This is an optimization exercise on Yosys and OpenROAD, whose aim is small area and a short achievable clock period, not a production implementation.
The RTL was checked by simulation tests, not by an equivalence proof against the original design.
In this run the design's own scripts or RTL, not TritonCTS, make the clock network.
The clock port is modelled as an ideal driver, which makes a skipped or thinned clock tree look cheaper than it is; a real chip needs a root buffer or a tree.
Power and IR drop assume default switching activity.

`flow/config.mk`:
```
export PLATFORM = sky130hd
export DESIGN_NAME = kws_preprocess_top
export DESIGN_NICKNAME = kws_preprocess_top
export VERILOG_FILES = /design/flow/design.v
export SDC_FILE = /design/flow/constraint.sdc
export NUM_CORES = 4
export LEC_CHECK = 0
export CAP_MARGIN = 20
export CORE_MARGIN = 2
export CORE_UTILIZATION = 60
export SLEW_MARGIN = 20
```
`flow/constraint.sdc`:
```
create_clock -name core_clock -period 10.0 [get_ports {hclk0}]
set_input_delay 2.0000 -clock core_clock [delete_from_list [all_inputs] [get_ports {hclk0}]]
set_output_delay 2.0000 -clock core_clock [all_outputs]
set_load 0.01 [all_outputs]
```
`flow/design.v`:
```
`timescale 1ns/100ps
package kws_pre_pkg;
  typedef logic [31:0]        word_t;          
  typedef logic signed [15:0] sample_t;        
  typedef logic [11:0]        addr_t;          
  localparam int unsigned n_coef     = 64;     
  localparam int unsigned coef_idx_w = 6;
  localparam int unsigned fifo_depth = 8;      
  localparam int unsigned fifo_ptr_w = 3;      
  localparam int unsigned count_w    = 4;      
  localparam int unsigned shift_w    = 4;
  typedef logic [coef_idx_w-1:0] coef_idx_t;
  typedef logic [count_w-1:0]    count_t;
  localparam addr_t ctrl_addr   = 12'h000;
  localparam addr_t status_addr = 12'h004;
  localparam addr_t data_addr   = 12'h008;     
  localparam addr_t result_addr = 12'h00C;     
  typedef struct packed {
    logic      wr_ctrl;
    logic      wr_data;
    logic      wr_coef;
    logic      rd_ctrl;
    logic      rd_status;
    logic      rd_result;
    coef_idx_t coef_idx;
  } reg_acc_t;
  typedef struct packed {
    logic               enable;
    logic [shift_w-1:0] shift;
    coef_idx_t          frame_len;
  } pre_cfg_t;
  typedef struct packed {
    sample_t value;
    logic    last;    
  } result_t;
endpackage
`timescale 1ns/100ps
module ahb_slave_port (
  input  logic                  hclk0,
  input  logic                  hrst_b0,
  input  logic                  hsel,
  input  logic [11:0]           haddr,
  input  logic [1:0]            htrans,
  input  logic                  hwrite,
  input  logic                  hready_in,
  output kws_pre_pkg::reg_acc_t reg_acc
);
  logic accept;      
  logic wr, rd;
  always_comb begin
    accept = hsel & hready_in & htrans[1];
    wr     = accept & hwrite;
    rd     = accept & ~hwrite;
  end
  always_ff @(posedge hclk0 or negedge hrst_b0) begin
    if (!hrst_b0) begin
      reg_acc.wr_ctrl   <= 1'b0;
      reg_acc.wr_data   <= 1'b0;
      reg_acc.wr_coef   <= 1'b0;
      reg_acc.rd_result <= 1'b0;
    end else begin
      reg_acc.wr_ctrl   <= wr & (haddr == kws_pre_pkg::ctrl_addr);
      reg_acc.wr_data   <= wr & (haddr == kws_pre_pkg::data_addr);
      reg_acc.wr_coef   <= wr & (haddr[11:8] == 4'h1);
      reg_acc.rd_result <= rd & (haddr == kws_pre_pkg::result_addr);
    end
  end
  always_ff @(posedge hclk0) begin
    reg_acc.rd_ctrl   <= rd & (haddr == kws_pre_pkg::ctrl_addr);
    reg_acc.rd_status <= rd & (haddr == kws_pre_pkg::status_addr);
    reg_acc.coef_idx  <= haddr[7:2];
  end
endmodule
`timescale 1ns/100ps
module pre_regs (
  input  logic                   hclk0,
  input  logic                   hrst_b0,
  input  kws_pre_pkg::reg_acc_t  reg_acc,
  input  logic [31:0]            hwdata,
  output kws_pre_pkg::word_t     hrdata,
  output kws_pre_pkg::pre_cfg_t  cfg,
  output logic                   sample_push,
  input  logic                   in_full,
  input  kws_pre_pkg::count_t    in_count,
  output logic                   result_pop,
  input  kws_pre_pkg::result_t   result,
  input  kws_pre_pkg::count_t    out_count,
  input  logic                   out_empty
);
  logic               overflow_q;     
  kws_pre_pkg::word_t rd_word;
  always_comb begin
    sample_push = reg_acc.wr_data & ~in_full;               
    result_pop  = reg_acc.rd_result & ~out_empty;
  end
  always_ff @(posedge hclk0 or negedge hrst_b0) begin
    if (!hrst_b0) begin
      cfg        <= '0;
      overflow_q <= 1'b0;
    end else begin
      if (reg_acc.wr_ctrl) begin
        cfg.enable    <= hwdata[0];
        cfg.shift     <= hwdata[7:4];
        cfg.frame_len <= hwdata[21:16];
      end
      if (reg_acc.wr_data && in_full) begin
        overflow_q <= 1'b1;
      end else if (reg_acc.wr_ctrl && hwdata[1]) begin
        overflow_q <= 1'b0;                                 
      end
    end
  end
  always_comb begin
    rd_word = '0;
    if (reg_acc.rd_ctrl) begin
      rd_word[0]     = cfg.enable;
      rd_word[7:4]   = cfg.shift;
      rd_word[21:16] = cfg.frame_len;
    end
    if (reg_acc.rd_status) begin
      rd_word[3:0]   = in_count;
      rd_word[11:8]  = out_count;
      rd_word[16]    = overflow_q;
    end
    if (reg_acc.rd_result && !out_empty) begin
      rd_word[31]    = 1'b1;
      rd_word[30]    = result.last;
      rd_word[29:0]  = {{14{result.value[15]}}, result.value};    
    end
  end
  always_ff @(posedge hclk0) begin
    hrdata <= rd_word;
  end
endmodule
`timescale 1ns/100ps
module coef_ram (
  input  logic                   hclk0,
  input  logic                   wr_en,
  input  kws_pre_pkg::coef_idx_t wr_index,
  input  kws_pre_pkg::sample_t   wr_value,
  input  logic [7:0]             rd_lo,       
  input  logic [7:0]             rd_hi,       
  output kws_pre_pkg::sample_t   rd_value
);
  kws_pre_pkg::sample_t mem [kws_pre_pkg::n_coef];
  kws_pre_pkg::sample_t grp [8];
  always_ff @(posedge hclk0) begin
    if (wr_en) begin
      mem[wr_index] <= wr_value;
    end
  end
  always_comb begin
    rd_value = '0;
    for (int h = 0; h < 8; h++) begin
      grp[h] = '0;
      for (int l = 0; l < 8; l++) begin
        grp[h] = grp[h] | (mem[8*h+l] & {16{rd_lo[l]}});
      end
      rd_value = rd_value | (grp[h] & {16{rd_hi[h]}});
    end
  end
endmodule
`timescale 1ns/100ps
module stream_fifo #(
  parameter int unsigned width = 16
) (
  input  logic                hclk0,
  input  logic                hrst_b0,
  input  logic                push,
  input  logic [width-1:0]    push_data,
  input  logic                pop,
  output logic [width-1:0]    pop_data,
  output logic                full,
  output logic                empty,
  output kws_pre_pkg::count_t count
);
  logic [width-1:0]                     mem [kws_pre_pkg::fifo_depth];
  logic [kws_pre_pkg::fifo_ptr_w-1:0]   wr_ptr;
  logic [kws_pre_pkg::fifo_ptr_w-1:0]   rd_ptr;
  always_ff @(posedge hclk0 or negedge hrst_b0) begin
    if (!hrst_b0) begin
      wr_ptr <= '0;
      rd_ptr <= '0;
      count  <= '0;
    end else begin
      if (push) begin
        wr_ptr <= wr_ptr + 1'b1;
      end
      if (pop) begin
        rd_ptr <= rd_ptr + 1'b1;
      end
      if (push != pop) begin
        count <= push ? count + 1'b1 : count - 1'b1;
      end
    end
  end
  always_ff @(posedge hclk0) begin
    if (push) begin
      mem[wr_ptr] <= push_data;
    end
  end
  always_comb begin
    pop_data = mem[rd_ptr];
    full     = count[3];                                
    empty    = (count == '0);
  end
endmodule
module result_queue (
  input  logic                 hclk0,
  input  logic                 hrst_b0,
  input  logic                 push,
  input  logic [15:0]          push_value,
  input  logic                 push_fits,
  input  logic                 push_sign,
  input  logic                 push_last,
  input  logic                 pop,
  output kws_pre_pkg::result_t pop_data,
  output logic                 empty,
  output kws_pre_pkg::count_t  count
);
  logic [16:0]          mem [kws_pre_pkg::fifo_depth];    
  logic [2:0]           wr_ptr;
  logic [2:0]           rd_ptr;
  logic                 st_valid;
  logic [2:0]           st_ptr;
  logic [15:0]          st_shifted;
  logic                 st_fits;
  logic                 st_sign;
  logic                 st_last;
  logic [15:0]          st_value;
  logic [16:0]          st_data;
  always_ff @(posedge hclk0 or negedge hrst_b0) begin
    if (!hrst_b0) begin
      wr_ptr   <= '0;
      rd_ptr   <= '0;
      count    <= '0;
      st_valid <= 1'b0;
    end else begin
      st_valid <= push;
      if (push) begin
        wr_ptr <= wr_ptr + 1'b1;
      end
      if (pop) begin
        rd_ptr <= rd_ptr + 1'b1;
      end
      if (push != pop) begin
        count <= push ? count + 1'b1 : count - 1'b1;
      end
    end
  end
  always_comb begin
    if (st_fits) begin
      st_value = st_shifted;
    end else begin
      st_value = st_sign ? 16'h8000 : 16'h7FFF;
    end
    st_data = {st_value, st_last};
  end
  always_ff @(posedge hclk0) begin
    st_shifted <= push_value;
    st_fits    <= push_fits;
    st_sign    <= push_sign;
    st_last    <= push_last;
    st_ptr     <= wr_ptr;
    if (st_valid) begin
      mem[st_ptr] <= st_data;
    end
  end
  always_comb begin
    pop_data = (st_valid && st_ptr == rd_ptr) ? st_data : mem[rd_ptr];
    empty    = (count == '0);
  end
endmodule
`timescale 1ns/100ps
module window_engine (
  input  logic                   hclk0,
  input  logic                   hrst_b0,
  input  kws_pre_pkg::pre_cfg_t  cfg,
  input  kws_pre_pkg::sample_t   in_data,
  input  logic                   in_empty,
  output logic                   in_pop,
  output logic [7:0]             coef_lo,
  output logic [7:0]             coef_hi,
  input  kws_pre_pkg::sample_t   coef_value,
  input  logic                   result_pop,
  output logic                   out_push,
  output logic [15:0]            out_shift_val,
  output logic                   out_fits,
  output logic                   out_sign,
  output logic                   out_last
);
  logic [7:0]             fi_lo;
  logic [7:0]             fi_hi;
  logic                   frame_end;
  kws_pre_pkg::count_t    occupancy;    
  logic                   s1_valid;
  kws_pre_pkg::sample_t   s1_sample;
  logic [7:0]             s1_neg, s1_one, s1_two;
  logic                   s1_last;
  logic [31:0]            pp_sum, pp_carry;
  logic                   s2_valid;
  logic [31:0]            s2_sum, s2_carry;
  logic [3:0]             s2_shift;
  logic                   s2_last;
  logic [31:0]            product;
  logic [15:0]            keep;         
  always_comb begin
    frame_end = fi_lo[cfg.frame_len[2:0]] & fi_hi[cfg.frame_len[5:3]];
    in_pop    = cfg.enable & ~in_empty & ~occupancy[3];
    coef_lo   = fi_lo;
    coef_hi   = fi_hi;
  end
  always_ff @(posedge hclk0 or negedge hrst_b0) begin
    if (!hrst_b0) begin
      fi_lo    <= 8'h01;
      fi_hi    <= 8'h01;
      s1_valid  <= 1'b0;
      s2_valid  <= 1'b0;
      occupancy <= '0;
    end else begin
      if (in_pop != result_pop) begin
        occupancy <= in_pop ? occupancy + 1'b1 : occupancy - 1'b1;
      end
      s1_valid <= in_pop;
      s2_valid <= s1_valid;
      if (!cfg.enable || (in_pop && frame_end)) begin
        fi_lo <= 8'h01;
        fi_hi <= 8'h01;
      end else if (in_pop) begin
        fi_lo <= {fi_lo[6:0], fi_lo[7]};
        if (fi_lo[7]) begin
          fi_hi <= {fi_hi[6:0], fi_hi[7]};
        end
      end
    end
  end
  always_ff @(posedge hclk0) begin
    s1_sample <= in_data;
    for (int i = 0; i < 8; i++) begin
      s1_neg[i] <= coef_value[2*i+1];
      s1_one[i] <= coef_value[2*i] ^ ((i == 0) ? 1'b0 : coef_value[2*i-1]);
      s1_two[i] <= ( coef_value[2*i+1] & ~coef_value[2*i] & ~((i == 0) ? 1'b0 : coef_value[2*i-1])) |
                   (~coef_value[2*i+1] &  coef_value[2*i] &  ((i == 0) ? 1'b0 : coef_value[2*i-1]));
    end
    s1_last   <= frame_end;
    s2_sum    <= pp_sum;
    s2_carry  <= pp_carry;
    s2_shift  <= cfg.shift;
    s2_last   <= s1_last;
  end
  kws_mul_csa u_mul (
    .x       (s1_sample),
    .neg_i   (s1_neg),
    .one_i   (s1_one),
    .two_i   (s1_two),
    .sum_o   (pp_sum),
    .carry_o (pp_carry)
  );
  always_comb begin
    product   = s2_sum + s2_carry;
    out_shift_val = 16'(product[30:0] >> s2_shift);    
    for (int j = 0; j < 16; j++) begin
      keep[j] = (j >= s2_shift) ? (product[15+j] ~^ product[31]) : 1'b1;
    end
    out_push  = s2_valid;
    out_fits  = &keep;                                   
    out_sign  = product[31];
    out_last  = s2_last;
  end
endmodule
module kws_mul_csa (
  input  logic [15:0] x,         
  input  logic [7:0]  neg_i,     
  input  logic [7:0]  one_i,
  input  logic [7:0]  two_i,
  output logic [31:0] sum_o,
  output logic [31:0] carry_o
);
  logic [7:0] neg, one, two;
  logic [16:0] pp0;
  logic [16:0] pp1;
  logic [16:0] pp2;
  logic [16:0] pp3;
  logic [16:0] pp4;
  logic [16:0] pp5;
  logic [16:0] pp6;
  logic [16:0] pp7;
  assign neg[0] = neg_i[0];
  assign one[0] = one_i[0];
  assign two[0] = two_i[0];
  assign pp0[0] = (one[0] & x[0]) ^ neg[0];
  assign pp0[1] = ((one[0] & x[1]) | (two[0] & x[0])) ^ neg[0];
  assign pp0[2] = ((one[0] & x[2]) | (two[0] & x[1])) ^ neg[0];
  assign pp0[3] = ((one[0] & x[3]) | (two[0] & x[2])) ^ neg[0];
  assign pp0[4] = ((one[0] & x[4]) | (two[0] & x[3])) ^ neg[0];
  assign pp0[5] = ((one[0] & x[5]) | (two[0] & x[4])) ^ neg[0];
  assign pp0[6] = ((one[0] & x[6]) | (two[0] & x[5])) ^ neg[0];
  assign pp0[7] = ((one[0] & x[7]) | (two[0] & x[6])) ^ neg[0];
  assign pp0[8] = ((one[0] & x[8]) | (two[0] & x[7])) ^ neg[0];
  assign pp0[9] = ((one[0] & x[9]) | (two[0] & x[8])) ^ neg[0];
  assign pp0[10] = ((one[0] & x[10]) | (two[0] & x[9])) ^ neg[0];
  assign pp0[11] = ((one[0] & x[11]) | (two[0] & x[10])) ^ neg[0];
  assign pp0[12] = ((one[0] & x[12]) | (two[0] & x[11])) ^ neg[0];
  assign pp0[13] = ((one[0] & x[13]) | (two[0] & x[12])) ^ neg[0];
  assign pp0[14] = ((one[0] & x[14]) | (two[0] & x[13])) ^ neg[0];
  assign pp0[15] = ((one[0] & x[15]) | (two[0] & x[14])) ^ neg[0];
  assign pp0[16] = ((one[0] & x[15]) | (two[0] & x[15])) ^ neg[0];
  assign neg[1] = neg_i[1];
  assign one[1] = one_i[1];
  assign two[1] = two_i[1];
  assign pp1[0] = (one[1] & x[0]) ^ neg[1];
  assign pp1[1] = ((one[1] & x[1]) | (two[1] & x[0])) ^ neg[1];
  assign pp1[2] = ((one[1] & x[2]) | (two[1] & x[1])) ^ neg[1];
  assign pp1[3] = ((one[1] & x[3]) | (two[1] & x[2])) ^ neg[1];
  assign pp1[4] = ((one[1] & x[4]) | (two[1] & x[3])) ^ neg[1];
  assign pp1[5] = ((one[1] & x[5]) | (two[1] & x[4])) ^ neg[1];
  assign pp1[6] = ((one[1] & x[6]) | (two[1] & x[5])) ^ neg[1];
  assign pp1[7] = ((one[1] & x[7]) | (two[1] & x[6])) ^ neg[1];
  assign pp1[8] = ((one[1] & x[8]) | (two[1] & x[7])) ^ neg[1];
  assign pp1[9] = ((one[1] & x[9]) | (two[1] & x[8])) ^ neg[1];
  assign pp1[10] = ((one[1] & x[10]) | (two[1] & x[9])) ^ neg[1];
  assign pp1[11] = ((one[1] & x[11]) | (two[1] & x[10])) ^ neg[1];
  assign pp1[12] = ((one[1] & x[12]) | (two[1] & x[11])) ^ neg[1];
  assign pp1[13] = ((one[1] & x[13]) | (two[1] & x[12])) ^ neg[1];
  assign pp1[14] = ((one[1] & x[14]) | (two[1] & x[13])) ^ neg[1];
  assign pp1[15] = ((one[1] & x[15]) | (two[1] & x[14])) ^ neg[1];
  assign pp1[16] = ((one[1] & x[15]) | (two[1] & x[15])) ^ neg[1];
  assign neg[2] = neg_i[2];
  assign one[2] = one_i[2];
  assign two[2] = two_i[2];
  assign pp2[0] = (one[2] & x[0]) ^ neg[2];
  assign pp2[1] = ((one[2] & x[1]) | (two[2] & x[0])) ^ neg[2];
  assign pp2[2] = ((one[2] & x[2]) | (two[2] & x[1])) ^ neg[2];
  assign pp2[3] = ((one[2] & x[3]) | (two[2] & x[2])) ^ neg[2];
  assign pp2[4] = ((one[2] & x[4]) | (two[2] & x[3])) ^ neg[2];
  assign pp2[5] = ((one[2] & x[5]) | (two[2] & x[4])) ^ neg[2];
  assign pp2[6] = ((one[2] & x[6]) | (two[2] & x[5])) ^ neg[2];
  assign pp2[7] = ((one[2] & x[7]) | (two[2] & x[6])) ^ neg[2];
  assign pp2[8] = ((one[2] & x[8]) | (two[2] & x[7])) ^ neg[2];
  assign pp2[9] = ((one[2] & x[9]) | (two[2] & x[8])) ^ neg[2];
  assign pp2[10] = ((one[2] & x[10]) | (two[2] & x[9])) ^ neg[2];
  assign pp2[11] = ((one[2] & x[11]) | (two[2] & x[10])) ^ neg[2];
  assign pp2[12] = ((one[2] & x[12]) | (two[2] & x[11])) ^ neg[2];
  assign pp2[13] = ((one[2] & x[13]) | (two[2] & x[12])) ^ neg[2];
  assign pp2[14] = ((one[2] & x[14]) | (two[2] & x[13])) ^ neg[2];
  assign pp2[15] = ((one[2] & x[15]) | (two[2] & x[14])) ^ neg[2];
  assign pp2[16] = ((one[2] & x[15]) | (two[2] & x[15])) ^ neg[2];
  assign neg[3] = neg_i[3];
  assign one[3] = one_i[3];
  assign two[3] = two_i[3];
  assign pp3[0] = (one[3] & x[0]) ^ neg[3];
  assign pp3[1] = ((one[3] & x[1]) | (two[3] & x[0])) ^ neg[3];
  assign pp3[2] = ((one[3] & x[2]) | (two[3] & x[1])) ^ neg[3];
  assign pp3[3] = ((one[3] & x[3]) | (two[3] & x[2])) ^ neg[3];
  assign pp3[4] = ((one[3] & x[4]) | (two[3] & x[3])) ^ neg[3];
  assign pp3[5] = ((one[3] & x[5]) | (two[3] & x[4])) ^ neg[3];
  assign pp3[6] = ((one[3] & x[6]) | (two[3] & x[5])) ^ neg[3];
  assign pp3[7] = ((one[3] & x[7]) | (two[3] & x[6])) ^ neg[3];
  assign pp3[8] = ((one[3] & x[8]) | (two[3] & x[7])) ^ neg[3];
  assign pp3[9] = ((one[3] & x[9]) | (two[3] & x[8])) ^ neg[3];
  assign pp3[10] = ((one[3] & x[10]) | (two[3] & x[9])) ^ neg[3];
  assign pp3[11] = ((one[3] & x[11]) | (two[3] & x[10])) ^ neg[3];
  assign pp3[12] = ((one[3] & x[12]) | (two[3] & x[11])) ^ neg[3];
  assign pp3[13] = ((one[3] & x[13]) | (two[3] & x[12])) ^ neg[3];
  assign pp3[14] = ((one[3] & x[14]) | (two[3] & x[13])) ^ neg[3];
  assign pp3[15] = ((one[3] & x[15]) | (two[3] & x[14])) ^ neg[3];
  assign pp3[16] = ((one[3] & x[15]) | (two[3] & x[15])) ^ neg[3];
  assign neg[4] = neg_i[4];
  assign one[4] = one_i[4];
  assign two[4] = two_i[4];
  assign pp4[0] = (one[4] & x[0]) ^ neg[4];
  assign pp4[1] = ((one[4] & x[1]) | (two[4] & x[0])) ^ neg[4];
  assign pp4[2] = ((one[4] & x[2]) | (two[4] & x[1])) ^ neg[4];
  assign pp4[3] = ((one[4] & x[3]) | (two[4] & x[2])) ^ neg[4];
  assign pp4[4] = ((one[4] & x[4]) | (two[4] & x[3])) ^ neg[4];
  assign pp4[5] = ((one[4] & x[5]) | (two[4] & x[4])) ^ neg[4];
  assign pp4[6] = ((one[4] & x[6]) | (two[4] & x[5])) ^ neg[4];
  assign pp4[7] = ((one[4] & x[7]) | (two[4] & x[6])) ^ neg[4];
  assign pp4[8] = ((one[4] & x[8]) | (two[4] & x[7])) ^ neg[4];
  assign pp4[9] = ((one[4] & x[9]) | (two[4] & x[8])) ^ neg[4];
  assign pp4[10] = ((one[4] & x[10]) | (two[4] & x[9])) ^ neg[4];
  assign pp4[11] = ((one[4] & x[11]) | (two[4] & x[10])) ^ neg[4];
  assign pp4[12] = ((one[4] & x[12]) | (two[4] & x[11])) ^ neg[4];
  assign pp4[13] = ((one[4] & x[13]) | (two[4] & x[12])) ^ neg[4];
  assign pp4[14] = ((one[4] & x[14]) | (two[4] & x[13])) ^ neg[4];
  assign pp4[15] = ((one[4] & x[15]) | (two[4] & x[14])) ^ neg[4];
  assign pp4[16] = ((one[4] & x[15]) | (two[4] & x[15])) ^ neg[4];
  assign neg[5] = neg_i[5];
  assign one[5] = one_i[5];
  assign two[5] = two_i[5];
  assign pp5[0] = (one[5] & x[0]) ^ neg[5];
  assign pp5[1] = ((one[5] & x[1]) | (two[5] & x[0])) ^ neg[5];
  assign pp5[2] = ((one[5] & x[2]) | (two[5] & x[1])) ^ neg[5];
  assign pp5[3] = ((one[5] & x[3]) | (two[5] & x[2])) ^ neg[5];
  assign pp5[4] = ((one[5] & x[4]) | (two[5] & x[3])) ^ neg[5];
  assign pp5[5] = ((one[5] & x[5]) | (two[5] & x[4])) ^ neg[5];
  assign pp5[6] = ((one[5] & x[6]) | (two[5] & x[5])) ^ neg[5];
  assign pp5[7] = ((one[5] & x[7]) | (two[5] & x[6])) ^ neg[5];
  assign pp5[8] = ((one[5] & x[8]) | (two[5] & x[7])) ^ neg[5];
  assign pp5[9] = ((one[5] & x[9]) | (two[5] & x[8])) ^ neg[5];
  assign pp5[10] = ((one[5] & x[10]) | (two[5] & x[9])) ^ neg[5];
  assign pp5[11] = ((one[5] & x[11]) | (two[5] & x[10])) ^ neg[5];
  assign pp5[12] = ((one[5] & x[12]) | (two[5] & x[11])) ^ neg[5];
  assign pp5[13] = ((one[5] & x[13]) | (two[5] & x[12])) ^ neg[5];
  assign pp5[14] = ((one[5] & x[14]) | (two[5] & x[13])) ^ neg[5];
  assign pp5[15] = ((one[5] & x[15]) | (two[5] & x[14])) ^ neg[5];
  assign pp5[16] = ((one[5] & x[15]) | (two[5] & x[15])) ^ neg[5];
  assign neg[6] = neg_i[6];
  assign one[6] = one_i[6];
  assign two[6] = two_i[6];
  assign pp6[0] = (one[6] & x[0]) ^ neg[6];
  assign pp6[1] = ((one[6] & x[1]) | (two[6] & x[0])) ^ neg[6];
  assign pp6[2] = ((one[6] & x[2]) | (two[6] & x[1])) ^ neg[6];
  assign pp6[3] = ((one[6] & x[3]) | (two[6] & x[2])) ^ neg[6];
  assign pp6[4] = ((one[6] & x[4]) | (two[6] & x[3])) ^ neg[6];
  assign pp6[5] = ((one[6] & x[5]) | (two[6] & x[4])) ^ neg[6];
  assign pp6[6] = ((one[6] & x[6]) | (two[6] & x[5])) ^ neg[6];
  assign pp6[7] = ((one[6] & x[7]) | (two[6] & x[6])) ^ neg[6];
  assign pp6[8] = ((one[6] & x[8]) | (two[6] & x[7])) ^ neg[6];
  assign pp6[9] = ((one[6] & x[9]) | (two[6] & x[8])) ^ neg[6];
  assign pp6[10] = ((one[6] & x[10]) | (two[6] & x[9])) ^ neg[6];
  assign pp6[11] = ((one[6] & x[11]) | (two[6] & x[10])) ^ neg[6];
  assign pp6[12] = ((one[6] & x[12]) | (two[6] & x[11])) ^ neg[6];
  assign pp6[13] = ((one[6] & x[13]) | (two[6] & x[12])) ^ neg[6];
  assign pp6[14] = ((one[6] & x[14]) | (two[6] & x[13])) ^ neg[6];
  assign pp6[15] = ((one[6] & x[15]) | (two[6] & x[14])) ^ neg[6];
  assign pp6[16] = ((one[6] & x[15]) | (two[6] & x[15])) ^ neg[6];
  assign neg[7] = neg_i[7];
  assign one[7] = one_i[7];
  assign two[7] = two_i[7];
  assign pp7[0] = (one[7] & x[0]) ^ neg[7];
  assign pp7[1] = ((one[7] & x[1]) | (two[7] & x[0])) ^ neg[7];
  assign pp7[2] = ((one[7] & x[2]) | (two[7] & x[1])) ^ neg[7];
  assign pp7[3] = ((one[7] & x[3]) | (two[7] & x[2])) ^ neg[7];
  assign pp7[4] = ((one[7] & x[4]) | (two[7] & x[3])) ^ neg[7];
  assign pp7[5] = ((one[7] & x[5]) | (two[7] & x[4])) ^ neg[7];
  assign pp7[6] = ((one[7] & x[6]) | (two[7] & x[5])) ^ neg[7];
  assign pp7[7] = ((one[7] & x[7]) | (two[7] & x[6])) ^ neg[7];
  assign pp7[8] = ((one[7] & x[8]) | (two[7] & x[7])) ^ neg[7];
  assign pp7[9] = ((one[7] & x[9]) | (two[7] & x[8])) ^ neg[7];
  assign pp7[10] = ((one[7] & x[10]) | (two[7] & x[9])) ^ neg[7];
  assign pp7[11] = ((one[7] & x[11]) | (two[7] & x[10])) ^ neg[7];
  assign pp7[12] = ((one[7] & x[12]) | (two[7] & x[11])) ^ neg[7];
  assign pp7[13] = ((one[7] & x[13]) | (two[7] & x[12])) ^ neg[7];
  assign pp7[14] = ((one[7] & x[14]) | (two[7] & x[13])) ^ neg[7];
  assign pp7[15] = ((one[7] & x[15]) | (two[7] & x[14])) ^ neg[7];
  assign pp7[16] = ((one[7] & x[15]) | (two[7] & x[15])) ^ neg[7];
  logic s0, c0;
  assign s0 = pp0[10] ^ pp1[8];
  assign c0 = pp0[10] & pp1[8];
  logic s1, c1;
  assign s1 = pp0[11] ^ pp1[9];
  assign c1 = pp0[11] & pp1[9];
  logic s2, c2;
  assign s2 = pp0[12] ^ pp1[10] ^ pp2[8];
  assign c2 = (pp0[12] & pp1[10]) | (pp0[12] & pp2[8]) | (pp1[10] & pp2[8]);
  logic s3, c3;
  assign s3 = pp3[6] ^ pp4[4];
  assign c3 = pp3[6] & pp4[4];
  logic s4, c4;
  assign s4 = pp0[13] ^ pp1[11] ^ pp2[9];
  assign c4 = (pp0[13] & pp1[11]) | (pp0[13] & pp2[9]) | (pp1[11] & pp2[9]);
  logic s5, c5;
  assign s5 = pp3[7] ^ pp4[5];
  assign c5 = pp3[7] & pp4[5];
  logic s6, c6;
  assign s6 = pp0[14] ^ pp1[12] ^ pp2[10];
  assign c6 = (pp0[14] & pp1[12]) | (pp0[14] & pp2[10]) | (pp1[12] & pp2[10]);
  logic s7, c7;
  assign s7 = pp3[8] ^ pp4[6] ^ pp5[4];
  assign c7 = (pp3[8] & pp4[6]) | (pp3[8] & pp5[4]) | (pp4[6] & pp5[4]);
  logic s8, c8;
  assign s8 = pp6[2] ^ pp7[0];
  assign c8 = pp6[2] & pp7[0];
  logic s9, c9;
  assign s9 = pp0[15] ^ pp1[13] ^ pp2[11];
  assign c9 = (pp0[15] & pp1[13]) | (pp0[15] & pp2[11]) | (pp1[13] & pp2[11]);
  logic s10, c10;
  assign s10 = pp3[9] ^ pp4[7] ^ pp5[5];
  assign c10 = (pp3[9] & pp4[7]) | (pp3[9] & pp5[5]) | (pp4[7] & pp5[5]);
  logic s11, c11;
  assign s11 = pp6[3] ^ pp7[1];
  assign c11 = pp6[3] & pp7[1];
  logic s12, c12;
  assign s12 = pp0[16] ^ pp1[14] ^ pp2[12];
  assign c12 = (pp0[16] & pp1[14]) | (pp0[16] & pp2[12]) | (pp1[14] & pp2[12]);
  logic s13, c13;
  assign s13 = pp3[10] ^ pp4[8] ^ pp5[6];
  assign c13 = (pp3[10] & pp4[8]) | (pp3[10] & pp5[6]) | (pp4[8] & pp5[6]);
  logic s14, c14;
  assign s14 = pp6[4] ^ pp7[2];
  assign c14 = pp6[4] & pp7[2];
  logic s15, c15;
  assign s15 = pp0[16] ^ pp1[15] ^ pp2[13];
  assign c15 = (pp0[16] & pp1[15]) | (pp0[16] & pp2[13]) | (pp1[15] & pp2[13]);
  logic s16, c16;
  assign s16 = pp3[11] ^ pp4[9] ^ pp5[7];
  assign c16 = (pp3[11] & pp4[9]) | (pp3[11] & pp5[7]) | (pp4[9] & pp5[7]);
  logic s17, c17;
  assign s17 = pp6[5] ^ pp7[3];
  assign c17 = pp6[5] & pp7[3];
  logic s18, c18;
  assign s18 = ~pp0[16] ^ ~pp1[16] ^ pp2[14];
  assign c18 = (~pp0[16] & ~pp1[16]) | (~pp0[16] & pp2[14]) | (~pp1[16] & pp2[14]);
  logic s19, c19;
  assign s19 = pp3[12] ^ pp4[10] ^ pp5[8];
  assign c19 = (pp3[12] & pp4[10]) | (pp3[12] & pp5[8]) | (pp4[10] & pp5[8]);
  logic s20, c20;
  assign s20 = pp6[6] ^ pp7[4];
  assign c20 = pp6[6] & pp7[4];
  logic s21, c21;
  assign s21 = 1'b1 ^ pp2[15] ^ pp3[13];
  assign c21 = (1'b1 & pp2[15]) | (1'b1 & pp3[13]) | (pp2[15] & pp3[13]);
  logic s22, c22;
  assign s22 = pp4[11] ^ pp5[9] ^ pp6[7];
  assign c22 = (pp4[11] & pp5[9]) | (pp4[11] & pp6[7]) | (pp5[9] & pp6[7]);
  logic s23, c23;
  assign s23 = ~pp2[16] ^ pp3[14] ^ pp4[12];
  assign c23 = (~pp2[16] & pp3[14]) | (~pp2[16] & pp4[12]) | (pp3[14] & pp4[12]);
  logic s24, c24;
  assign s24 = 1'b1 ^ pp3[15];
  assign c24 = 1'b1 & pp3[15];
  logic s25, c25;
  assign s25 = pp0[6] ^ pp1[4];
  assign c25 = pp0[6] & pp1[4];
  logic s26, c26;
  assign s26 = pp0[7] ^ pp1[5];
  assign c26 = pp0[7] & pp1[5];
  logic s27, c27;
  assign s27 = pp0[8] ^ pp1[6] ^ pp2[4];
  assign c27 = (pp0[8] & pp1[6]) | (pp0[8] & pp2[4]) | (pp1[6] & pp2[4]);
  logic s28, c28;
  assign s28 = pp3[2] ^ pp4[0];
  assign c28 = pp3[2] & pp4[0];
  logic s29, c29;
  assign s29 = pp0[9] ^ pp1[7] ^ pp2[5];
  assign c29 = (pp0[9] & pp1[7]) | (pp0[9] & pp2[5]) | (pp1[7] & pp2[5]);
  logic s30, c30;
  assign s30 = pp3[3] ^ pp4[1];
  assign c30 = pp3[3] & pp4[1];
  logic s31, c31;
  assign s31 = pp2[6] ^ pp3[4] ^ pp4[2];
  assign c31 = (pp2[6] & pp3[4]) | (pp2[6] & pp4[2]) | (pp3[4] & pp4[2]);
  logic s32, c32;
  assign s32 = pp5[0] ^ neg[5] ^ s0;
  assign c32 = (pp5[0] & neg[5]) | (pp5[0] & s0) | (neg[5] & s0);
  logic s33, c33;
  assign s33 = pp2[7] ^ pp3[5] ^ pp4[3];
  assign c33 = (pp2[7] & pp3[5]) | (pp2[7] & pp4[3]) | (pp3[5] & pp4[3]);
  logic s34, c34;
  assign s34 = pp5[1] ^ c0 ^ s1;
  assign c34 = (pp5[1] & c0) | (pp5[1] & s1) | (c0 & s1);
  logic s35, c35;
  assign s35 = pp5[2] ^ pp6[0] ^ neg[6];
  assign c35 = (pp5[2] & pp6[0]) | (pp5[2] & neg[6]) | (pp6[0] & neg[6]);
  logic s36, c36;
  assign s36 = c1 ^ s2 ^ s3;
  assign c36 = (c1 & s2) | (c1 & s3) | (s2 & s3);
  logic s37, c37;
  assign s37 = pp5[3] ^ pp6[1] ^ c2;
  assign c37 = (pp5[3] & pp6[1]) | (pp5[3] & c2) | (pp6[1] & c2);
  logic s38, c38;
  assign s38 = c3 ^ s4 ^ s5;
  assign c38 = (c3 & s4) | (c3 & s5) | (s4 & s5);
  logic s39, c39;
  assign s39 = neg[7] ^ c4 ^ c5;
  assign c39 = (neg[7] & c4) | (neg[7] & c5) | (c4 & c5);
  logic s40, c40;
  assign s40 = s6 ^ s7 ^ s8;
  assign c40 = (s6 & s7) | (s6 & s8) | (s7 & s8);
  logic s41, c41;
  assign s41 = c6 ^ c7 ^ c8;
  assign c41 = (c6 & c7) | (c6 & c8) | (c7 & c8);
  logic s42, c42;
  assign s42 = s9 ^ s10 ^ s11;
  assign c42 = (s9 & s10) | (s9 & s11) | (s10 & s11);
  logic s43, c43;
  assign s43 = c9 ^ c10 ^ c11;
  assign c43 = (c9 & c10) | (c9 & c11) | (c10 & c11);
  logic s44, c44;
  assign s44 = s12 ^ s13 ^ s14;
  assign c44 = (s12 & s13) | (s12 & s14) | (s13 & s14);
  logic s45, c45;
  assign s45 = c12 ^ c13 ^ c14;
  assign c45 = (c12 & c13) | (c12 & c14) | (c13 & c14);
  logic s46, c46;
  assign s46 = s15 ^ s16 ^ s17;
  assign c46 = (s15 & s16) | (s15 & s17) | (s16 & s17);
  logic s47, c47;
  assign s47 = c15 ^ c16 ^ c17;
  assign c47 = (c15 & c16) | (c15 & c17) | (c16 & c17);
  logic s48, c48;
  assign s48 = s18 ^ s19 ^ s20;
  assign c48 = (s18 & s19) | (s18 & s20) | (s19 & s20);
  logic s49, c49;
  assign s49 = pp7[5] ^ c18 ^ c19;
  assign c49 = (pp7[5] & c18) | (pp7[5] & c19) | (c18 & c19);
  logic s50, c50;
  assign s50 = c20 ^ s21 ^ s22;
  assign c50 = (c20 & s21) | (c20 & s22) | (s21 & s22);
  logic s51, c51;
  assign s51 = pp5[10] ^ pp6[8] ^ pp7[6];
  assign c51 = (pp5[10] & pp6[8]) | (pp5[10] & pp7[6]) | (pp6[8] & pp7[6]);
  logic s52, c52;
  assign s52 = c21 ^ c22 ^ s23;
  assign c52 = (c21 & c22) | (c21 & s23) | (c22 & s23);
  logic s53, c53;
  assign s53 = pp4[13] ^ pp5[11] ^ pp6[9];
  assign c53 = (pp4[13] & pp5[11]) | (pp4[13] & pp6[9]) | (pp5[11] & pp6[9]);
  logic s54, c54;
  assign s54 = pp7[7] ^ c23 ^ s24;
  assign c54 = (pp7[7] & c23) | (pp7[7] & s24) | (c23 & s24);
  logic s55, c55;
  assign s55 = ~pp3[16] ^ pp4[14] ^ pp5[12];
  assign c55 = (~pp3[16] & pp4[14]) | (~pp3[16] & pp5[12]) | (pp4[14] & pp5[12]);
  logic s56, c56;
  assign s56 = pp6[10] ^ pp7[8] ^ c24;
  assign c56 = (pp6[10] & pp7[8]) | (pp6[10] & c24) | (pp7[8] & c24);
  logic s57, c57;
  assign s57 = 1'b1 ^ pp4[15] ^ pp5[13];
  assign c57 = (1'b1 & pp4[15]) | (1'b1 & pp5[13]) | (pp4[15] & pp5[13]);
  logic s58, c58;
  assign s58 = pp6[11] ^ pp7[9];
  assign c58 = pp6[11] & pp7[9];
  logic s59, c59;
  assign s59 = ~pp4[16] ^ pp5[14] ^ pp6[12];
  assign c59 = (~pp4[16] & pp5[14]) | (~pp4[16] & pp6[12]) | (pp5[14] & pp6[12]);
  logic s60, c60;
  assign s60 = 1'b1 ^ pp5[15];
  assign c60 = 1'b1 & pp5[15];
  logic s61, c61;
  assign s61 = pp0[4] ^ pp1[2];
  assign c61 = pp0[4] & pp1[2];
  logic s62, c62;
  assign s62 = pp0[5] ^ pp1[3];
  assign c62 = pp0[5] & pp1[3];
  logic s63, c63;
  assign s63 = pp2[2] ^ pp3[0] ^ neg[3];
  assign c63 = (pp2[2] & pp3[0]) | (pp2[2] & neg[3]) | (pp3[0] & neg[3]);
  logic s64, c64;
  assign s64 = pp2[3] ^ pp3[1] ^ c25;
  assign c64 = (pp2[3] & pp3[1]) | (pp2[3] & c25) | (pp3[1] & c25);
  logic s65, c65;
  assign s65 = neg[4] ^ c26 ^ s27;
  assign c65 = (neg[4] & c26) | (neg[4] & s27) | (c26 & s27);
  logic s66, c66;
  assign s66 = c27 ^ c28 ^ s29;
  assign c66 = (c27 & c28) | (c27 & s29) | (c28 & s29);
  logic s67, c67;
  assign s67 = c29 ^ c30 ^ s31;
  assign c67 = (c29 & c30) | (c29 & s31) | (c30 & s31);
  logic s68, c68;
  assign s68 = c31 ^ c32 ^ s33;
  assign c68 = (c31 & c32) | (c31 & s33) | (c32 & s33);
  logic s69, c69;
  assign s69 = c33 ^ c34 ^ s35;
  assign c69 = (c33 & c34) | (c33 & s35) | (c34 & s35);
  logic s70, c70;
  assign s70 = c35 ^ c36 ^ s37;
  assign c70 = (c35 & c36) | (c35 & s37) | (c36 & s37);
  logic s71, c71;
  assign s71 = c37 ^ c38 ^ s39;
  assign c71 = (c37 & c38) | (c37 & s39) | (c38 & s39);
  logic s72, c72;
  assign s72 = c39 ^ c40 ^ s41;
  assign c72 = (c39 & c40) | (c39 & s41) | (c40 & s41);
  logic s73, c73;
  assign s73 = c41 ^ c42 ^ s43;
  assign c73 = (c41 & c42) | (c41 & s43) | (c42 & s43);
  logic s74, c74;
  assign s74 = c43 ^ c44 ^ s45;
  assign c74 = (c43 & c44) | (c43 & s45) | (c44 & s45);
  logic s75, c75;
  assign s75 = c45 ^ c46 ^ s47;
  assign c75 = (c45 & c46) | (c45 & s47) | (c46 & s47);
  logic s76, c76;
  assign s76 = c47 ^ c48 ^ s49;
  assign c76 = (c47 & c48) | (c47 & s49) | (c48 & s49);
  logic s77, c77;
  assign s77 = c49 ^ c50 ^ s51;
  assign c77 = (c49 & c50) | (c49 & s51) | (c50 & s51);
  logic s78, c78;
  assign s78 = c51 ^ c52 ^ s53;
  assign c78 = (c51 & c52) | (c51 & s53) | (c52 & s53);
  logic s79, c79;
  assign s79 = c53 ^ c54 ^ s55;
  assign c79 = (c53 & c54) | (c53 & s55) | (c54 & s55);
  logic s80, c80;
  assign s80 = c55 ^ c56 ^ s57;
  assign c80 = (c55 & c56) | (c55 & s57) | (c56 & s57);
  logic s81, c81;
  assign s81 = pp7[10] ^ c57 ^ c58;
  assign c81 = (pp7[10] & c57) | (pp7[10] & c58) | (c57 & c58);
  logic s82, c82;
  assign s82 = pp6[13] ^ pp7[11] ^ c59;
  assign c82 = (pp6[13] & pp7[11]) | (pp6[13] & c59) | (pp7[11] & c59);
  logic s83, c83;
  assign s83 = ~pp5[16] ^ pp6[14] ^ pp7[12];
  assign c83 = (~pp5[16] & pp6[14]) | (~pp5[16] & pp7[12]) | (pp6[14] & pp7[12]);
  logic s84, c84;
  assign s84 = 1'b1 ^ pp6[15];
  assign c84 = 1'b1 & pp6[15];
  logic s85, c85;
  assign s85 = pp0[2] ^ pp1[0];
  assign c85 = pp0[2] & pp1[0];
  logic s86, c86;
  assign s86 = pp0[3] ^ pp1[1];
  assign c86 = pp0[3] & pp1[1];
  logic s87, c87;
  assign s87 = pp2[0] ^ neg[2] ^ s61;
  assign c87 = (pp2[0] & neg[2]) | (pp2[0] & s61) | (neg[2] & s61);
  logic s88, c88;
  assign s88 = pp2[1] ^ c61 ^ s62;
  assign c88 = (pp2[1] & c61) | (pp2[1] & s62) | (c61 & s62);
  logic s89, c89;
  assign s89 = s25 ^ c62 ^ s63;
  assign c89 = (s25 & c62) | (s25 & s63) | (c62 & s63);
  logic s90, c90;
  assign s90 = s26 ^ c63 ^ s64;
  assign c90 = (s26 & c63) | (s26 & s64) | (c63 & s64);
  logic s91, c91;
  assign s91 = s28 ^ c64 ^ s65;
  assign c91 = (s28 & c64) | (s28 & s65) | (c64 & s65);
  logic s92, c92;
  assign s92 = s30 ^ c65 ^ s66;
  assign c92 = (s30 & c65) | (s30 & s66) | (c65 & s66);
  logic s93, c93;
  assign s93 = s32 ^ c66 ^ s67;
  assign c93 = (s32 & c66) | (s32 & s67) | (c66 & s67);
  logic s94, c94;
  assign s94 = s34 ^ c67 ^ s68;
  assign c94 = (s34 & c67) | (s34 & s68) | (c67 & s68);
  logic s95, c95;
  assign s95 = s36 ^ c68 ^ s69;
  assign c95 = (s36 & c68) | (s36 & s69) | (c68 & s69);
  logic s96, c96;
  assign s96 = s38 ^ c69 ^ s70;
  assign c96 = (s38 & c69) | (s38 & s70) | (c69 & s70);
  logic s97, c97;
  assign s97 = s40 ^ c70 ^ s71;
  assign c97 = (s40 & c70) | (s40 & s71) | (c70 & s71);
  logic s98, c98;
  assign s98 = s42 ^ c71 ^ s72;
  assign c98 = (s42 & c71) | (s42 & s72) | (c71 & s72);
  logic s99, c99;
  assign s99 = s44 ^ c72 ^ s73;
  assign c99 = (s44 & c72) | (s44 & s73) | (c72 & s73);
  logic s100, c100;
  assign s100 = s46 ^ c73 ^ s74;
  assign c100 = (s46 & c73) | (s46 & s74) | (c73 & s74);
  logic s101, c101;
  assign s101 = s48 ^ c74 ^ s75;
  assign c101 = (s48 & c74) | (s48 & s75) | (c74 & s75);
  logic s102, c102;
  assign s102 = s50 ^ c75 ^ s76;
  assign c102 = (s50 & c75) | (s50 & s76) | (c75 & s76);
  logic s103, c103;
  assign s103 = s52 ^ c76 ^ s77;
  assign c103 = (s52 & c76) | (s52 & s77) | (c76 & s77);
  logic s104, c104;
  assign s104 = s54 ^ c77 ^ s78;
  assign c104 = (s54 & c77) | (s54 & s78) | (c77 & s78);
  logic s105, c105;
  assign s105 = s56 ^ c78 ^ s79;
  assign c105 = (s56 & c78) | (s56 & s79) | (c78 & s79);
  logic s106, c106;
  assign s106 = s58 ^ c79 ^ s80;
  assign c106 = (s58 & c79) | (s58 & s80) | (c79 & s80);
  logic s107, c107;
  assign s107 = s59 ^ c80 ^ s81;
  assign c107 = (s59 & c80) | (s59 & s81) | (c80 & s81);
  logic s108, c108;
  assign s108 = s60 ^ c81 ^ s82;
  assign c108 = (s60 & c81) | (s60 & s82) | (c81 & s82);
  logic s109, c109;
  assign s109 = c60 ^ c82 ^ s83;
  assign c109 = (c60 & c82) | (c60 & s83) | (c82 & s83);
  logic s110, c110;
  assign s110 = pp7[13] ^ c83 ^ s84;
  assign c110 = (pp7[13] & c83) | (pp7[13] & s84) | (c83 & s84);
  logic s111, c111;
  assign s111 = ~pp6[16] ^ pp7[14] ^ c84;
  assign c111 = (~pp6[16] & pp7[14]) | (~pp6[16] & c84) | (pp7[14] & c84);
  logic s112, c112;
  assign s112 = 1'b1 ^ pp7[15];
  assign c112 = 1'b1 & pp7[15];
  assign sum_o[0] = pp0[0];
  assign carry_o[0] = neg[0];
  assign sum_o[1] = pp0[1];
  assign carry_o[1] = 1'b0;
  assign sum_o[2] = neg[1];
  assign carry_o[2] = s85;
  assign sum_o[3] = c85;
  assign carry_o[3] = s86;
  assign sum_o[4] = c86;
  assign carry_o[4] = s87;
  assign sum_o[5] = c87;
  assign carry_o[5] = s88;
  assign sum_o[6] = c88;
  assign carry_o[6] = s89;
  assign sum_o[7] = c89;
  assign carry_o[7] = s90;
  assign sum_o[8] = c90;
  assign carry_o[8] = s91;
  assign sum_o[9] = c91;
  assign carry_o[9] = s92;
  assign sum_o[10] = c92;
  assign carry_o[10] = s93;
  assign sum_o[11] = c93;
  assign carry_o[11] = s94;
  assign sum_o[12] = c94;
  assign carry_o[12] = s95;
  assign sum_o[13] = c95;
  assign carry_o[13] = s96;
  assign sum_o[14] = c96;
  assign carry_o[14] = s97;
  assign sum_o[15] = c97;
  assign carry_o[15] = s98;
  assign sum_o[16] = c98;
  assign carry_o[16] = s99;
  assign sum_o[17] = c99;
  assign carry_o[17] = s100;
  assign sum_o[18] = c100;
  assign carry_o[18] = s101;
  assign sum_o[19] = c101;
  assign carry_o[19] = s102;
  assign sum_o[20] = c102;
  assign carry_o[20] = s103;
  assign sum_o[21] = c103;
  assign carry_o[21] = s104;
  assign sum_o[22] = c104;
  assign carry_o[22] = s105;
  assign sum_o[23] = c105;
  assign carry_o[23] = s106;
  assign sum_o[24] = c106;
  assign carry_o[24] = s107;
  assign sum_o[25] = c107;
  assign carry_o[25] = s108;
  assign sum_o[26] = c108;
  assign carry_o[26] = s109;
  assign sum_o[27] = c109;
  assign carry_o[27] = s110;
  assign sum_o[28] = c110;
  assign carry_o[28] = s111;
  assign sum_o[29] = c111;
  assign carry_o[29] = s112;
  assign sum_o[30] = ~pp7[16];
  assign carry_o[30] = c112;
  assign sum_o[31] = 1'b1;
  assign carry_o[31] = 1'b0;
endmodule
`timescale 1ns/100ps
module kws_preprocess_top (
  input  logic                  hclk0,
  input  logic                  hrst_b0,
  input  logic                  hsel,
  input  logic [11:0]           haddr,
  input  logic [1:0]            htrans,
  input  logic                  hwrite,
  input  logic [31:0]           hwdata,
  input  logic                  hready_in,
  output logic [31:0]           hrdata
);
  kws_pre_pkg::reg_acc_t  reg_acc;
  kws_pre_pkg::pre_cfg_t  cfg;
  logic                   sample_push;
  logic                   in_full;
  logic                   in_empty;
  kws_pre_pkg::count_t    in_count;
  logic                   in_pop;
  kws_pre_pkg::sample_t   in_data;
  logic [7:0]             coef_lo;
  logic [7:0]             coef_hi;
  kws_pre_pkg::sample_t   coef_value;
  logic                   out_push;
  logic [15:0]            out_shift_val;
  logic                   out_fits;
  logic                   out_sign;
  logic                   out_last;
  logic                   result_pop;
  kws_pre_pkg::result_t   result;
  kws_pre_pkg::count_t    out_count;
  logic                   out_empty;
  ahb_slave_port u_port (
    .hclk0     (hclk0),
    .hrst_b0   (hrst_b0),
    .hsel      (hsel),
    .haddr     (haddr),
    .htrans    (htrans),
    .hwrite    (hwrite),
    .hready_in (hready_in),
    .reg_acc   (reg_acc)
  );
  pre_regs u_regs (
    .hclk0       (hclk0),
    .hrst_b0     (hrst_b0),
    .reg_acc     (reg_acc),
    .hwdata      (hwdata),
    .hrdata      (hrdata),
    .cfg         (cfg),
    .sample_push (sample_push),
    .in_full     (in_full),
    .in_count    (in_count),
    .result_pop  (result_pop),
    .result      (result),
    .out_count   (out_count),
    .out_empty   (out_empty)
  );
  coef_ram u_coef (
    .hclk0    (hclk0),
    .wr_en    (reg_acc.wr_coef),
    .wr_index (reg_acc.coef_idx),
    .wr_value (hwdata[15:0]),
    .rd_lo    (coef_lo),
    .rd_hi    (coef_hi),
    .rd_value (coef_value)
  );
  stream_fifo #(.width(16)) u_in_fifo (
    .hclk0     (hclk0),
    .hrst_b0   (hrst_b0),
    .push      (sample_push),
    .push_data (hwdata[15:0]),
    .pop       (in_pop),
    .pop_data  (in_data),
    .full      (in_full),
    .empty     (in_empty),
    .count     (in_count)
  );
  window_engine u_engine (
    .hclk0      (hclk0),
    .hrst_b0    (hrst_b0),
    .cfg        (cfg),
    .in_data    (in_data),
    .in_empty   (in_empty),
    .in_pop     (in_pop),
    .coef_lo    (coef_lo),
    .coef_hi    (coef_hi),
    .coef_value (coef_value),
    .result_pop (result_pop),
    .out_push   (out_push),
    .out_shift_val (out_shift_val),
    .out_fits   (out_fits),
    .out_sign   (out_sign),
    .out_last   (out_last)
  );
  result_queue u_out_fifo (
    .hclk0     (hclk0),
    .hrst_b0   (hrst_b0),
    .push       (out_push),
    .push_value (out_shift_val),
    .push_fits  (out_fits),
    .push_sign  (out_sign),
    .push_last  (out_last),
    .pop       (result_pop),
    .pop_data  (result),
    .empty     (out_empty),
    .count     (out_count)
  );
endmodule
```
`flow/flow/run.sh`:
```
#!/bin/bash
# Standard layout with two changes:
#  - the clock tree is built by flow/manual_cts.tcl (sourced as the PRE_CTS_TCL
#    hook; it takes the place of TritonCTS): a balanced two-level tree of
#    clkbuf_16, four roots on the clock port, each driving the leaf buffers of
#    one quarter of the core;
#  - timing repair is aimed below the clock period: repair_timing works on
#    every path with less than SETUP_SLACK_MARGIN slack.
set -euo pipefail
bash standard.sh SETUP_SLACK_MARGIN=7.0 PRE_CTS_TCL="$PWD/flow/manual_cts.tcl" finish > standard_flow.log 2>&1
```
`flow/flow/manual_cts.tcl`:
```
# Hook sourced before clock_tree_synthesis (PRE_CTS_TCL): replaces TritonCTS
# with a two-level clock tree. The clock port drives NROOT root buffers (one
# per region of the core); each root drives the leaf buffers of its region,
# and each leaf buffer drives a cluster of about equal size of nearby flops.
rename clock_tree_synthesis tritoncts_clock_tree_synthesis

proc kws_split {items key n} {
  # split items ({x y ...} lists) into n groups of about equal size by key
  set s [lsort -real -index $key $items]
  set len [llength $s]
  set out {}
  for {set i 0} {$i < $n} {incr i} {
    set a [expr {($i * $len) / $n}]
    set b [expr {(($i + 1) * $len) / $n - 1}]
    lappend out [lrange $s $a $b]
  }
  return $out
}

proc kws_kd {items n} {
  # recursive bisection along the longer side into n groups (n a power of two)
  if {$n <= 1} { return [list $items] }
  set xs [lmap it $items {lindex $it 0}]
  set ys [lmap it $items {lindex $it 1}]
  set dx [expr {[tcl::mathfunc::max {*}$xs] - [tcl::mathfunc::min {*}$xs]}]
  set dy [expr {[tcl::mathfunc::max {*}$ys] - [tcl::mathfunc::min {*}$ys]}]
  set key [expr {$dx >= $dy ? 0 : 1}]
  set halves [kws_split $items $key 2]
  set h [expr {$n / 2}]
  return [concat [kws_kd [lindex $halves 0] $h] [kws_kd [lindex $halves 1] $h]]
}

proc kws_centroid {items} {
  set sx 0.0; set sy 0.0
  foreach it $items { set sx [expr {$sx + [lindex $it 0]}]; set sy [expr {$sy + [lindex $it 1]}] }
  set n [llength $items]
  return [list [expr {int($sx / $n)}] [expr {int($sy / $n)}]]
}

proc clock_tree_synthesis {args} {
  set nroot [expr {[info exists ::env(KWS_ROOTS)] ? $::env(KWS_ROOTS) : 4}]
  set nleaf [expr {[info exists ::env(KWS_LEAVES)] ? $::env(KWS_LEAVES) : 16}]
  set root_cell [expr {[info exists ::env(KWS_ROOT_CELL)] ? $::env(KWS_ROOT_CELL) : "sky130_fd_sc_hd__clkbuf_16"}]
  set leaf_cell [expr {[info exists ::env(KWS_LEAF_CELL)] ? $::env(KWS_LEAF_CELL) : "sky130_fd_sc_hd__clkbuf_16"}]
  set db [ord::get_db]
  set block [ord::get_db_block]
  set clk [$block findNet hclk0]
  $clk setSigType CLOCK
  set rmaster [$db findMaster $root_cell]
  set lmaster [$db findMaster $leaf_cell]
  # sinks: every instance pin on the clock net
  set sinks {}
  foreach it [$clk getITerms] {
    set xy [$it getAvgXY]
    if {[lindex $xy 0] == 0} {
      set inst [$it getInst]
      set bb [$inst getBBox]
      set xy [list 1 [expr {([$bb xMin] + [$bb xMax]) / 2}] [expr {([$bb yMin] + [$bb yMax]) / 2}]]
    }
    lappend sinks [list [lindex $xy 1] [lindex $xy 2] $it]
  }
  puts "manual cts: [llength $sinks] sinks, $nroot roots, $nleaf leaves per root"
  set r 0; set l 0
  foreach region [kws_kd $sinks $nroot] {
    if {1} {
      set rname "clkroot_$r"
      set rnet [odb::dbNet_create $block "${rname}_net"]
      $rnet setSigType CLOCK
      set leaves {}
      foreach cl [kws_kd $region $nleaf] {
        if {1} {
          if {[llength $cl] == 0} continue
          set c [kws_centroid $cl]
          set lname "clkleaf_$l"
          set linst [odb::dbInst_create $block $lmaster $lname]
          $linst setLocation [lindex $c 0] [lindex $c 1]
          $linst setPlacementStatus PLACED
          set lnet [odb::dbNet_create $block "${lname}_net"]
          $lnet setSigType CLOCK
          foreach s $cl {
            set it [lindex $s 2]
            $it disconnect
            $it connect $lnet
          }
          [$linst findITerm X] connect $lnet
          [$linst findITerm A] connect $rnet
          lappend leaves [list [lindex $c 0] [lindex $c 1]]
          incr l
        }
      }
      set c [kws_centroid $leaves]
      set rinst [odb::dbInst_create $block $rmaster $rname]
      $rinst setLocation [lindex $c 0] [lindex $c 1]
      $rinst setPlacementStatus PLACED
      [$rinst findITerm X] connect $rnet
      [$rinst findITerm A] connect $clk
      incr r
    }
  }
  puts "manual cts: $r roots, $l leaves"
  global_connect
  set_propagated_clock [all_clocks]
}
```
`flow/standard.sh`:
```
#!/bin/bash
# synth_recipe.tcl (not shown) runs the flow's synth.tcl, then flattens the netlist and writes it again
# the make line also repeats each setting of config.mk as NAME=value (left out here)
make -C /OpenROAD-flow-scripts/flow DESIGN_CONFIG=/design/flow/config.mk WORK_HOME=/design/flow/orfs CLKGATE_MAP_FILE= SYNTH_SCRIPT=/design/flow/synth_recipe.tcl "${@:-finish}"
```
==> impl_results.md <==
- Area of placed instances: 63900 um2
- Worst setup EP type: output port
- Total overflow reported by the global router: 0
- Mean area per synthesized cell: 15.9 um2
- Hold Crit Endpoint: u_engine.s2_last
- Routed met2 length: 75600 um
- Setup repair after global routing missed its margin: true
- 1st-iter DRT viols: 4706
- Startpoint of the lowest-slack register-to-register path: u_engine.s1_sample[11]
- Area occupied by registers: 43600 um2
- Top cell type's share of synthesized area: 62.8%
- I/O pin cnt: 83
- Overall Global Routing Usage: 29.9%
- Top layer reached by signal wires: met5
- Post-synth cell types: 79
- Hold WC Path Type: flop to flop
- Number of remaining DRC errors: 0
- Number of filler instances in the final layout: 7056
- Detailed Route WL: 163000 um
- Die Span X: 324 um
- Initial antenna violation count: 5
- Number of violations of the max-capacitance limit: 0
- Die Ht: 324 um
- Fraction of the yosys area taken by sequential cells: 70.5%
- Number of cells on the worst reg-to-reg path: 8
- Synthesis-stage register bit count: 1508
- Pin slew with the least headroom to its limit: 1180 ps
- Global-route wire length before repair: 230000 um
- Achievable clock frequency: 0.323 GHz
- Power per Cell Area: 147 nW/um2
- Wire length on met3: 16100 um
- Crit path arrival time: 1100 ps
- Yosys warning count: 7
- Outcome: finished clean
- Vias: 36000
- Area of the die: 105000 um2
- FF-to-FF End: u_engine.s2_carry[18]
- Initial standard-cell utilization of the core: 60.5%
- Largest area contributor in the synthesized netlist: edfxtp_1
- DR pass1 iterations: 6
- Worst vdd rail ir drop: 179 uV
- Largest driver fanout on the critical path: 4
- Final-layout setup total negative slack: 0 ps
- # rows: 117
- Endpoints failing hold: 0
- Detail Placement HPWL: 92400 um
- Number of nets in the layout: 4153
- Average via count per standard cell: 6.76
- Asr flop ratio synth: 3.91%
- Clock latency at the later pin of the worst-skew pair: 530 ps
- Total of endpoints with negative setup slack in the final report: 0
- Area growth from synthesis to final layout: 9.27%
- DRT met1 WL: 67000 um
- Detailed-route wire length per cell: 30.6 um
- Startpoint type of the worst setup path: flop
- Area of the core region: 102000 um2
- Post-Syn Instances: 3881
- Period Utilization, post-route: 31.0%
- Maximum clock skew at final layout: 48.3 ps
- Vias in the first global route: 34500
- Ys flop type: edfxtp_1
- Cell types occupying the most area after synthesis: edfxtp_1 (63%), a22oi_1 (8.3%), dfxtp_1 (5.2%)
- Required time at the endpoint of the critical path: 8000 ps
- Number of enable flip-flop cells after synthesis: 1288
- Placer's final routability congestion estimate: 0.842
- Min Tclk post-route: 3100 ps
- Setup slack of the worst register-to-register path: 6970 ps
- Pleak: 21.9 nW
- Port buffer count: 71
- Share of cells above drive strength 1: 17.1%
- Hold wc startpoint: u_engine.s1_last
- Slew Viols, Final: 0
- Net Count, Synth: 4081
- Pin count of the biggest net entering global routing: 105
- Combined area of the multi-input logic cells: 17400 um2
- Clock-pin slew reported for the worst setup and hold paths after clock tree synthesis: 90 ps
- Post-route cell area: 67200 um2
- Netlist Area Pre-Place: 61500 um2
- Worst relative slew slack: 21.4%
- Number of antenna-violating nets in the routed design: 0
- Number of cells on the worst hold path: 0
- Setup CP Type: flop to output port
repair_timing:
action / CTS / global route
setup endpoints to repair: 109 / 63
cloned: 0 / 1
pin swaps: 25 / 32
hold buffers: 0 / 0
gates resized for setup: 316 / 90
setup buffers: 30 / 48
layer usage:
layer | track usage (%) | vias to the layer above
met4 | 6.78 | 2
met3 | 3.76 | 242
met2 | 47.7 | 1904
li1 | - | 15300
met5 | 0 | -
met1 | 44.6 | 18500
through the flow:
| stage | std cells | utilization, % | hold slack (ps) | setup slack (ps) | power [W] |
|---|---|---|---|---|---|
| 6_report | 5321 | 66.1 | 360 | 6900 | 0.00991 |
| 2_1_floorplan | 3881 | - | 310 | 7000 | 0.00699 |
| 5_1_grt | 5319 | 66.1 | 365 | 6860 | 0.0102 |
| 3_3_place_gp | 5172 | 62.8 | 339 | 6370 | 0.00710 |
| 4_1_cts | 5270 | 65.3 | 356 | 6880 | 0.00994 |
| 3_5_place_dp | 5172 | 62.8 | 339 | 6340 | 0.00711 |
power breakdown:
part           leakage (nW)  switching (W)  total, W  internal [W]
sequential             13.8     0.00000658   0.00680       0.00680
combinational          7.33       0.000127  0.000165     0.0000389
clock                 0.838        0.00174   0.00295       0.00120
cells in the mapped netlist, types with 30 or more instances:
master and n:
a21o_1 30, a21oi_1 71, a22oi_1 677, buf_1 52
clkbuf_1 209, dfrtp_1 57, dfxtp_1 161, edfxtp_1 1288
fa_1 88, ha_1 61, inv_1 100, mux2_2 40
mux2i_1 66, mux4_2 79, nand2_1 114, nand3_1 36
nand4_1 131, nor2_1 130, o21ai_0 63, xnor2_1 117
xor2_1 78
flip-flops by register name (all words and copies together) (netlist names), 11 cells and up:
register               cells
u_coef.mem              1024
u_out_fifo.mem           136
u_in_fifo.mem            128
u_engine.s2_sum           31
u_engine.s2_carry         30
u_regs.hrdata             24
u_engine.s1_sample        16
u_out_fifo.st_shifted     16
u_port.reg_acc            12
u_regs.cfg                11
worst max path at each step:
stage	from	to	slack, ps	cells after the start
global route	u_regs.hrdata[29]	hrdata[22]	6860	2
finish	u_regs.hrdata[29]	hrdata[22]	6900	2
detailed placement	u_engine.s1_neg[4]	u_engine.s2_carry[18]	6340	7
floorplan	u_engine.s1_sample[13]	u_engine.s2_carry[15]	7000	9
global placement	u_engine.s1_neg[4]	u_engine.s2_carry[17]	6370	7
CTS	u_regs.hrdata[29]	hrdata[29]	6880	2
kinds of logic (layout without fill, tap and decap cells):
kind of cell / Yosys count / in the layout / synth area share [%]
buf+inv: 391 / 461 / 2.48
simple gates: 493 / 493 / 4.03
flops: 1508 / 1508 / 70.5
mux: 185 / 185 / 4.70
fa+ha+maj: 149 / 149 / 4.10
compound gates: 958 / 958 / 11.4
other cells: 0 / 2 / 0
xor+xnor: 197 / 197 / 2.84
cells in the final DEF, fill, tap and decap left out, types with 9 or more instances in the layout:
master           instances
a211oi_1                 9
dfrtp_1                 48
clkbuf_16               69
ha_4                    16
xor2_1                  72
dfxtp_2                 28
a22oi_1                651
a22oi_2                 26
fa_1                    84
mux2_2                  40
nand4_1                131
dfxtp_1                103
a41oi_1                 14
mux2i_1                 65
dfxtp_4                 30
nand3_1                 33
nor2_1                 128
a21oi_1                 60
a21o_1                  29
mux4_2                  79
nand2_1                114
and4_1                  11
a21oi_2                 18
xnor2_1                108
ha_1                    35
nand2b_1                12
inv_1                   99
edfxtp_1              1288
clkdlybuf4s50_1         22
buf_6                   24
buf_4                  182
buf_2                   39
o21ai_0                 53
o21ai_1                 14
a22o_1                  19
ha_2                    10
layout make-up:
| cell class | instances | area share (%) |
|---|---|---|
| buffer | 68 | 2.53 |
| sequential | 1508 | 64.8 |
| timing repair buffer | 288 | 3.62 |
| multi-input combinational | 1982 | 25.9 |
| tap | 1368 | 2.55 |
| inverter | 105 | 0.597 |
| antenna | 2 | 0.00744 |
worst max-delay path, stage by stage, from the launching register on:
cell and delay, ps:
dfxtp_4 370, buf_6 130, buf_6 110

-- afterwards: timing with drivers on the ports --
The results above use ideal ports. As a check the final layout listed here was re-extracted and re-timed, cells and wires unchanged.
Step 1: set_driving_cell puts a clkbuf_16 on hclk0 and a buf_2 on each other input, an assumption about the parent block.
Step 2 moves the port delays by t, midway between the first and last clock arrival at a register: inputs arrive t later, outputs are due t later. That takes back most of the time a late clock gives input paths.
a / b / c = no drivers / after step 1 / after step 2; a / b = the first two.
shift t [ns]: 0.660
setup slack, ns: 6.903 / 6.744 / 6.646
worst setup path at the end: input to register
clock arrival spread, ns: 0.052 / 0.052
worst slew at a driven data input, ns: 0.04
After both steps setup and hold are still met in this run. The setup slack of this run moves by -0.159 ns with the drivers and by -0.257 ns with both steps.
